What follows belongs to an exercise in optimizing a design on an open flow for small area, a short achievable clock period and few clock cycles; a production flow would make more cautious choices. At most, simulation tests tie the RTL to the original design; equivalence was not proved.

== rev 12 ==
==> module mem_unit, before the edit <==
module mem_unit (
  input  logic                   clk_in,
  input  logic                   rst_in,
  input  logic                   rdy_in,
  input  logic                   fetch_en,
  input  mem_pkg::addr_t         fetch_addr,
  output logic                   fetch_done,
  output mem_pkg::word_t         fetch_data,
  input  logic                   load_en,
  input  mem_pkg::addr_t         load_addr,
  input  mem_pkg::size_t         load_size,
  output logic                   load_done,
  output mem_pkg::word_t         load_data,
  input  logic                   store_en,
  input  mem_pkg::addr_t         store_addr,
  input  mem_pkg::size_t         store_size,
  input  mem_pkg::word_t         store_data,
  output logic                   store_done,
  input  logic                   flush_in,
  input  logic                   io_buffer_full,
  input  mem_pkg::byte_t         mem_din,
  output mem_pkg::byte_t         mem_dout,
  output mem_pkg::addr_t         mem_a,
  output logic                   mem_wr
);
  logic        f_out;       
  logic        s_val;       
  logic [15:0] sw;
  logic [2:0]  fc;
  logic        fdin;        
  logic        f_sub;       
  logic [31:0] ra;
  logic        d_busy;
  logic        d_run;       
  logic        own;         
  logic        own_w;       
  logic        d_wr;        
  logic        d_io;        
  logic [17:0] d_q;         
  logic [1:0]  d_last;      
  logic [31:0] sd;          
  logic [3:0]  wb;          
  logic        ldin;        
  logic        ls1, ls2, ls4;  
  logic        l_fin;
  logic        d_req;
  logic [1:0]  req_size, req_last;
  logic [17:0] req_addr;
  logic        req_io;
  logic        d_go;        
  logic        d_end;       
  logic        l_start;     
  logic        f_new;       
  logic        c_out;       
  logic        f_go0;       
  logic        f_done0;     
  logic [2:0]  fc0;
  logic [15:0] sw0;
  logic        n_busy, n_run, n_wr, n_io, n_fout, n_own;
  logic        f_hold;      
  logic [2:0]  fc_h;
  logic [1:0]  n_last;
  logic [3:0]  n_wb;
  logic [2:0]  n_fc;
  assign d_req    = load_en || store_en;
  assign req_size = load_en ? load_size : store_size;
  assign req_last = req_size[1] ? 2'd3 : {1'b0, req_size[0]};
  assign req_addr = load_en ? load_addr[17:0] : store_addr[17:0];
  assign req_io   = (req_addr[17:16] == mem_pkg::IO_SELECT);
  assign d_go     = own && !(d_wr && d_io && io_buffer_full);
  assign d_end    = d_go && (d_last[1] ? wb[3] : d_last[0] ? wb[1] : wb[0]);
  assign l_fin    = ls1 || ls2 || ls4;
  assign c_out    = fetch_en || (f_out && !flush_in);
  assign f_go0    = !own && !fc[2] && (c_out || s_val);
  assign l_start  = own && !d_run && !d_wr;
  assign f_done0  = c_out && ((fc[2] && !l_start) || (f_go0 && fc == 3'd3));
  assign fc0      = f_done0 ? 3'd0 : fc + {2'd0, f_go0};
  assign sw0      = f_done0 ? sw + 16'd1 : sw;
  assign f_new    = fetch_en && !(s_val && fetch_addr[17:2] == sw);
  assign mem_a    = {14'd0, own ? d_q : {sw, fc[1:0]}};
  assign mem_dout = ({8{wb[0]}} & sd[7:0])   | ({8{wb[1]}} & sd[15:8]) |
                    ({8{wb[2]}} & sd[23:16]) | ({8{wb[3]}} & sd[31:24]);
  assign mem_wr   = rdy_in && own_w && !(d_io && io_buffer_full);
  assign fetch_data = {({8{f_sub}} & mem_din) | ra[31:24], ra[23:0]};
  assign load_data[7:0]   = ({8{ls1}} & mem_din) | ra[7:0];
  assign load_data[15:8]  = ({8{ls2}} & mem_din) | ra[15:8];
  assign load_data[23:16] = ra[23:16];
  assign load_data[31:24] = {8{ls4}} & mem_din;
  logic [1:0] f_lane, l_lane;
  assign f_lane = fc[1:0] - 2'd1;
  assign l_lane = {wb[3], wb[2]};
  always_ff @(posedge clk_in)
  begin
    if (fdin)
      ra[8*f_lane +: 8] <= mem_din;
    if (ldin && !l_fin)
      ra[8*l_lane +: 8] <= mem_din;
    if (rdy_in && l_start)
    begin
      if (d_last == 2'd0)
        ra[7:0] <= 8'd0;
      if (!d_last[1])
        ra[23:8] <= 16'd0;
    end
    if (rdy_in && f_go0 && c_out && fc == 3'd3 && !f_new)
      ra[31:24] <= 8'd0;
    if (rdy_in && store_en)
      sd <= store_data;
  end
  always_comb
  begin
    n_busy = d_busy;
    n_run  = d_run;
    n_wr   = d_wr;
    n_io   = d_io;
    n_wb   = wb;
    n_last = d_last;
    n_fout = f_out;
    n_fc   = fc;
    if (!rdy_in)
    begin
      if (l_fin)
      begin
        n_busy = 1'b1;
        n_run  = 1'b1;
      end
    end
    else
    begin
      if (d_req)
      begin
        n_busy = 1'b1;
        n_run  = 1'b0;
        n_wr   = store_en;
        n_io   = req_io;
        n_wb   = 4'b0001;
        n_last = req_last;
      end
      else if (own)
      begin
        n_run = 1'b1;
        if (d_end)
        begin
          n_busy = 1'b0;
          n_wr   = 1'b0;
        end
        else if (d_go)
          n_wb  = {wb[2:0], 1'b0};
      end
      n_fout = f_new || (c_out && !f_done0);
      n_fc   = (f_new || l_start) ? 3'd0 :
               (fetch_en && f_done0) ? 3'd4 : fc0;
    end
    fc_h   = fc + {2'd0, !own && !fc[2]};
    f_hold = (fetch_en || f_out) && fc_h != 3'd0 && !fc_h[2];
    if (!rdy_in)
      n_own = own || l_fin;
    else
      n_own = n_busy && (n_run || !f_hold);
  end
  always_ff @(posedge clk_in)
  begin
    if (rst_in)
    begin
      f_out      <= 1'b0;
      s_val      <= 1'b0;
      fc         <= 3'd0;
      fdin       <= 1'b0;
      f_sub      <= 1'b0;
      ldin       <= 1'b0;
      ls1        <= 1'b0;
      ls2        <= 1'b0;
      ls4        <= 1'b0;
      d_busy     <= 1'b0;
      d_run      <= 1'b0;
      own        <= 1'b0;
      own_w      <= 1'b0;
      d_wr       <= 1'b0;
      fetch_done <= 1'b0;
      load_done  <= 1'b0;
      store_done <= 1'b0;
    end
    else
    begin
      d_busy <= n_busy;
      d_run  <= n_run;
      d_wr   <= n_wr;
      d_io   <= n_io;
      d_last <= n_last;
      f_out  <= n_fout;
      fc     <= n_fc;
      own    <= n_own;
      own_w  <= n_own && n_wr;
      wb     <= n_wb;
      if (!rdy_in)
      begin
        fdin  <= 1'b0;
        f_sub <= 1'b0;
        ldin  <= 1'b0;
        ls1   <= 1'b0;
        ls2   <= 1'b0;
        ls4   <= 1'b0;
        if (l_fin)
          load_done <= 1'b0;
      end
      else
      begin
        if (d_req)
          d_q <= req_addr;
        else if (d_go && !d_end)
          d_q <= d_q + 18'd1;
        ldin      <= d_go && !d_wr;
        ls1       <= d_end && !d_wr && d_last == 2'd0;
        ls2       <= d_end && !d_wr && d_last == 2'd1;
        ls4       <= d_end && !d_wr && d_last[1];
        load_done <= d_end && !d_wr;
        store_done <= (n_own && n_wr && !n_io && (n_last[1] ? n_wb[3] : n_last[0] ? n_wb[1] : n_wb[0])) ||
                      (d_end && d_wr && d_io);
        fdin       <= f_go0 && !f_new;
        f_sub      <= f_go0 && c_out && fc == 3'd3 && !f_new;
        fetch_done <= f_done0 && !f_new;
        sw         <= fetch_en ? fetch_addr[17:2] : sw0;
        if (fetch_en)
          s_val <= 1'b1;
      end
    end
  end
endmodule
clock: 5.0 ns
lec_check: 0
cap_margin: 20
core_margin: 2
core_utilization: 40
cts_buf_list: sky130_fd_sc_hd__clkbuf_4 sky130_fd_sc_hd__clkbuf_8
cts_cluster_diameter: 150
cts_cluster_size: 40
setup_slack_margin: 2.5
slew_margin: 20
standard.sh (not shown) runs the stock make flow with config.mk's settings and CLKGATE_MAP_FILE= SYNTH_SCRIPT=/design/flow/synth_recipe.tcl, a recipe that flattens the netlist after the stock synthesis.
==> flow/flow/run.sh <==
#!/bin/bash
# Standard layout, with the port buffers made of plain buf_1 cells
# (the default pick is the slower and larger clkdlybuf4s50_1); the
# resizer still sizes them up where timing or slew needs it.
set -euo pipefail
export BUFFER_PORTS_ARGS="-buffer_cell sky130_fd_sc_hd__buf_1"
bash standard.sh > flow_make.log 2>&1
The inputs of rev 13 differ from those of rev 12 as listed below.
diff --git a/flow/design.v b/flow/design.v
--- a/flow/design.v
+++ b/flow/design.v
@@ -49,12 +49,12 @@
   logic        d_wr;        
   logic        d_io;        
   logic [17:0] d_q;         
+  logic [1:0]  d_idx;       
   logic [1:0]  d_last;      
-  logic [31:0] sd;          
   logic [3:0]  wb;          
   logic        ldin;        
+  logic        l_fin;       
   logic        ls1, ls2, ls4;  
-  logic        l_fin;
   logic        d_req;
   logic [1:0]  req_size, req_last;
   logic [17:0] req_addr;
@@ -71,8 +71,7 @@
   logic        n_busy, n_run, n_wr, n_io, n_fout, n_own;
   logic        f_hold;      
   logic [2:0]  fc_h;
-  logic [1:0]  n_last;
-  logic [3:0]  n_wb;
+  logic [1:0]  n_idx, n_last;
   logic [2:0]  n_fc;
   assign d_req    = load_en || store_en;
   assign req_size = load_en ? load_size : store_size;
@@ -80,18 +79,17 @@
   assign req_addr = load_en ? load_addr[17:0] : store_addr[17:0];
   assign req_io   = (req_addr[17:16] == mem_pkg::IO_SELECT);
   assign d_go     = own && !(d_wr && d_io && io_buffer_full);
-  assign d_end    = d_go && (d_last[1] ? wb[3] : d_last[0] ? wb[1] : wb[0]);
-  assign l_fin    = ls1 || ls2 || ls4;
+  assign d_end    = d_go && d_idx == d_last;
   assign c_out    = fetch_en || (f_out && !flush_in);
-  assign f_go0    = !own && !fc[2] && (c_out || s_val);
+  assign f_go0    = !own && !fc[2] && (c_out || s_val) && !store_en;
   assign l_start  = own && !d_run && !d_wr;
-  assign f_done0  = c_out && ((fc[2] && !l_start) || (f_go0 && fc == 3'd3));
+  assign f_done0  = c_out && ((fc[2] && !l_start && !store_en) || (f_go0 && fc == 3'd3));
   assign fc0      = f_done0 ? 3'd0 : fc + {2'd0, f_go0};
   assign sw0      = f_done0 ? sw + 16'd1 : sw;
   assign f_new    = fetch_en && !(s_val && fetch_addr[17:2] == sw);
   assign mem_a    = {14'd0, own ? d_q : {sw, fc[1:0]}};
-  assign mem_dout = ({8{wb[0]}} & sd[7:0])   | ({8{wb[1]}} & sd[15:8]) |
-                    ({8{wb[2]}} & sd[23:16]) | ({8{wb[3]}} & sd[31:24]);
+  assign mem_dout = ({8{wb[0]}} & ra[7:0])   | ({8{wb[1]}} & ra[15:8]) |
+                    ({8{wb[2]}} & ra[23:16]) | ({8{wb[3]}} & ra[31:24]);
   assign mem_wr   = rdy_in && own_w && !(d_io && io_buffer_full);
   assign fetch_data = {({8{f_sub}} & mem_din) | ra[31:24], ra[23:0]};
   assign load_data[7:0]   = ({8{ls1}} & mem_din) | ra[7:0];
@@ -100,7 +98,7 @@
   assign load_data[31:24] = {8{ls4}} & mem_din;
   logic [1:0] f_lane, l_lane;
   assign f_lane = fc[1:0] - 2'd1;
-  assign l_lane = {wb[3], wb[2]};
+  assign l_lane = d_idx - 2'd1;
   always_ff @(posedge clk_in)
   begin
     if (fdin)
@@ -117,7 +115,7 @@
     if (rdy_in && f_go0 && c_out && fc == 3'd3 && !f_new)
       ra[31:24] <= 8'd0;
     if (rdy_in && store_en)
-      sd <= store_data;
+      ra <= store_data;
   end
   always_comb
   begin
@@ -125,7 +123,7 @@
     n_run  = d_run;
     n_wr   = d_wr;
     n_io   = d_io;
-    n_wb   = wb;
+    n_idx  = d_idx;
     n_last = d_last;
     n_fout = f_out;
     n_fc   = fc;
@@ -145,7 +143,7 @@
         n_run  = 1'b0;
         n_wr   = store_en;
         n_io   = req_io;
-        n_wb   = 4'b0001;
+        n_idx  = 2'd0;
         n_last = req_last;
       end
       else if (own)
@@ -157,10 +155,10 @@
           n_wr   = 1'b0;
         end
         else if (d_go)
-          n_wb  = {wb[2:0], 1'b0};
+          n_idx = d_idx + 2'd1;
       end
       n_fout = f_new || (c_out && !f_done0);
-      n_fc   = (f_new || l_start) ? 3'd0 :
+      n_fc   = (f_new || l_start || store_en) ? 3'd0 :
                (fetch_en && f_done0) ? 3'd4 : fc0;
     end
     fc_h   = fc + {2'd0, !own && !fc[2]};
@@ -168,7 +166,7 @@
     if (!rdy_in)
       n_own = own || l_fin;
     else
-      n_own = n_busy && (n_run || !f_hold);
+      n_own = n_busy && (n_run || n_wr || !f_hold);
   end
   always_ff @(posedge clk_in)
   begin
@@ -180,6 +178,7 @@
       fdin       <= 1'b0;
       f_sub      <= 1'b0;
       ldin       <= 1'b0;
+      l_fin      <= 1'b0;
       ls1        <= 1'b0;
       ls2        <= 1'b0;
       ls4        <= 1'b0;
@@ -198,17 +197,19 @@
       d_run  <= n_run;
       d_wr   <= n_wr;
       d_io   <= n_io;
+      d_idx  <= n_idx;
       d_last <= n_last;
       f_out  <= n_fout;
       fc     <= n_fc;
       own    <= n_own;
       own_w  <= n_own && n_wr;
-      wb     <= n_wb;
+      wb     <= 4'b0001 << n_idx;
       if (!rdy_in)
       begin
         fdin  <= 1'b0;
         f_sub <= 1'b0;
         ldin  <= 1'b0;
+        l_fin <= 1'b0;
         ls1   <= 1'b0;
         ls2   <= 1'b0;
         ls4   <= 1'b0;
@@ -222,11 +223,12 @@
         else if (d_go && !d_end)
           d_q <= d_q + 18'd1;
         ldin      <= d_go && !d_wr;
+        l_fin     <= d_end && !d_wr;
         ls1       <= d_end && !d_wr && d_last == 2'd0;
         ls2       <= d_end && !d_wr && d_last == 2'd1;
         ls4       <= d_end && !d_wr && d_last[1];
         load_done <= d_end && !d_wr;
-        store_done <= (n_own && n_wr && !n_io && (n_last[1] ? n_wb[3] : n_last[0] ? n_wb[1] : n_wb[0])) ||
+        store_done <= (n_own && n_wr && !n_io && n_idx == n_last) ||
                       (d_end && d_wr && d_io);
         fdin       <= f_go0 && !f_new;
         f_sub      <= f_go0 && c_out && fc == 3'd3 && !f_new;
- Higher count of standard-cell rows among rev 12 and rev 13: rev 12
- Rev 13 vs rev 12, count of cells resized by post-cts repair went up by 3.
- Rev 12 completed; timing, DRC and antenna clean
- Rev 13: flow completed, timing, DRC and antenna clean
- From rev 12 to rev 13 the numbers moved as follows: wire length grew by 2.1%; critical path depth now sits at about the same level; core utilization essentially unchanged; xor and xnor area share after synthesis rose by 1.1 points.
- Delta (rev 13 minus rev 12): non-clock buffer count dropped 6, sequential element share of the synthesized area dropped 8.7 points, sequential cell count dropped 29.
Testbench counts of rev 13, summed over its fixed seeds: cycles 68,456.
No functional check of the RTL was part of rev 12.

separate check: timing with driven ports:
In the flow no input, the clock included, has a driving cell. The finished layouts below were timed again as built, in two steps.
Step 1, drivers: a clkbuf_16 drives clk_in and a buf_2 each remaining input, both assumed.
Step 2 moves the port delays by t, midway between the first and last clock arrival at a register: inputs arrive t later, outputs are due t later. That takes back most of the time a late clock gives input paths.
Three values: ideal, step 1, step 2; two values: the first two.
| run | shift t [ns] | setup slack, ns | hold WS [ns] | clock arrival spread, ns | worst slew at a driven data input, ns |
|---|---|---|---|---|---|
| rev 12 | 0.479 | 2.524 / 2.479 / 2.171 | 0.482 / 0.482 / 0.482 | 0.012 / 0.012 | 0.07 |
| rev 13 | 0.418 | 2.490 / 2.451 / 2.233 | 0.472 / 0.472 / 0.472 | 0.011 / 0.011 | 0.05 |
After both steps setup and hold are still met in every run listed. The setup slack of rev 12, which loses most, moves by -0.045 ns with the drivers and by -0.353 ns with both steps.
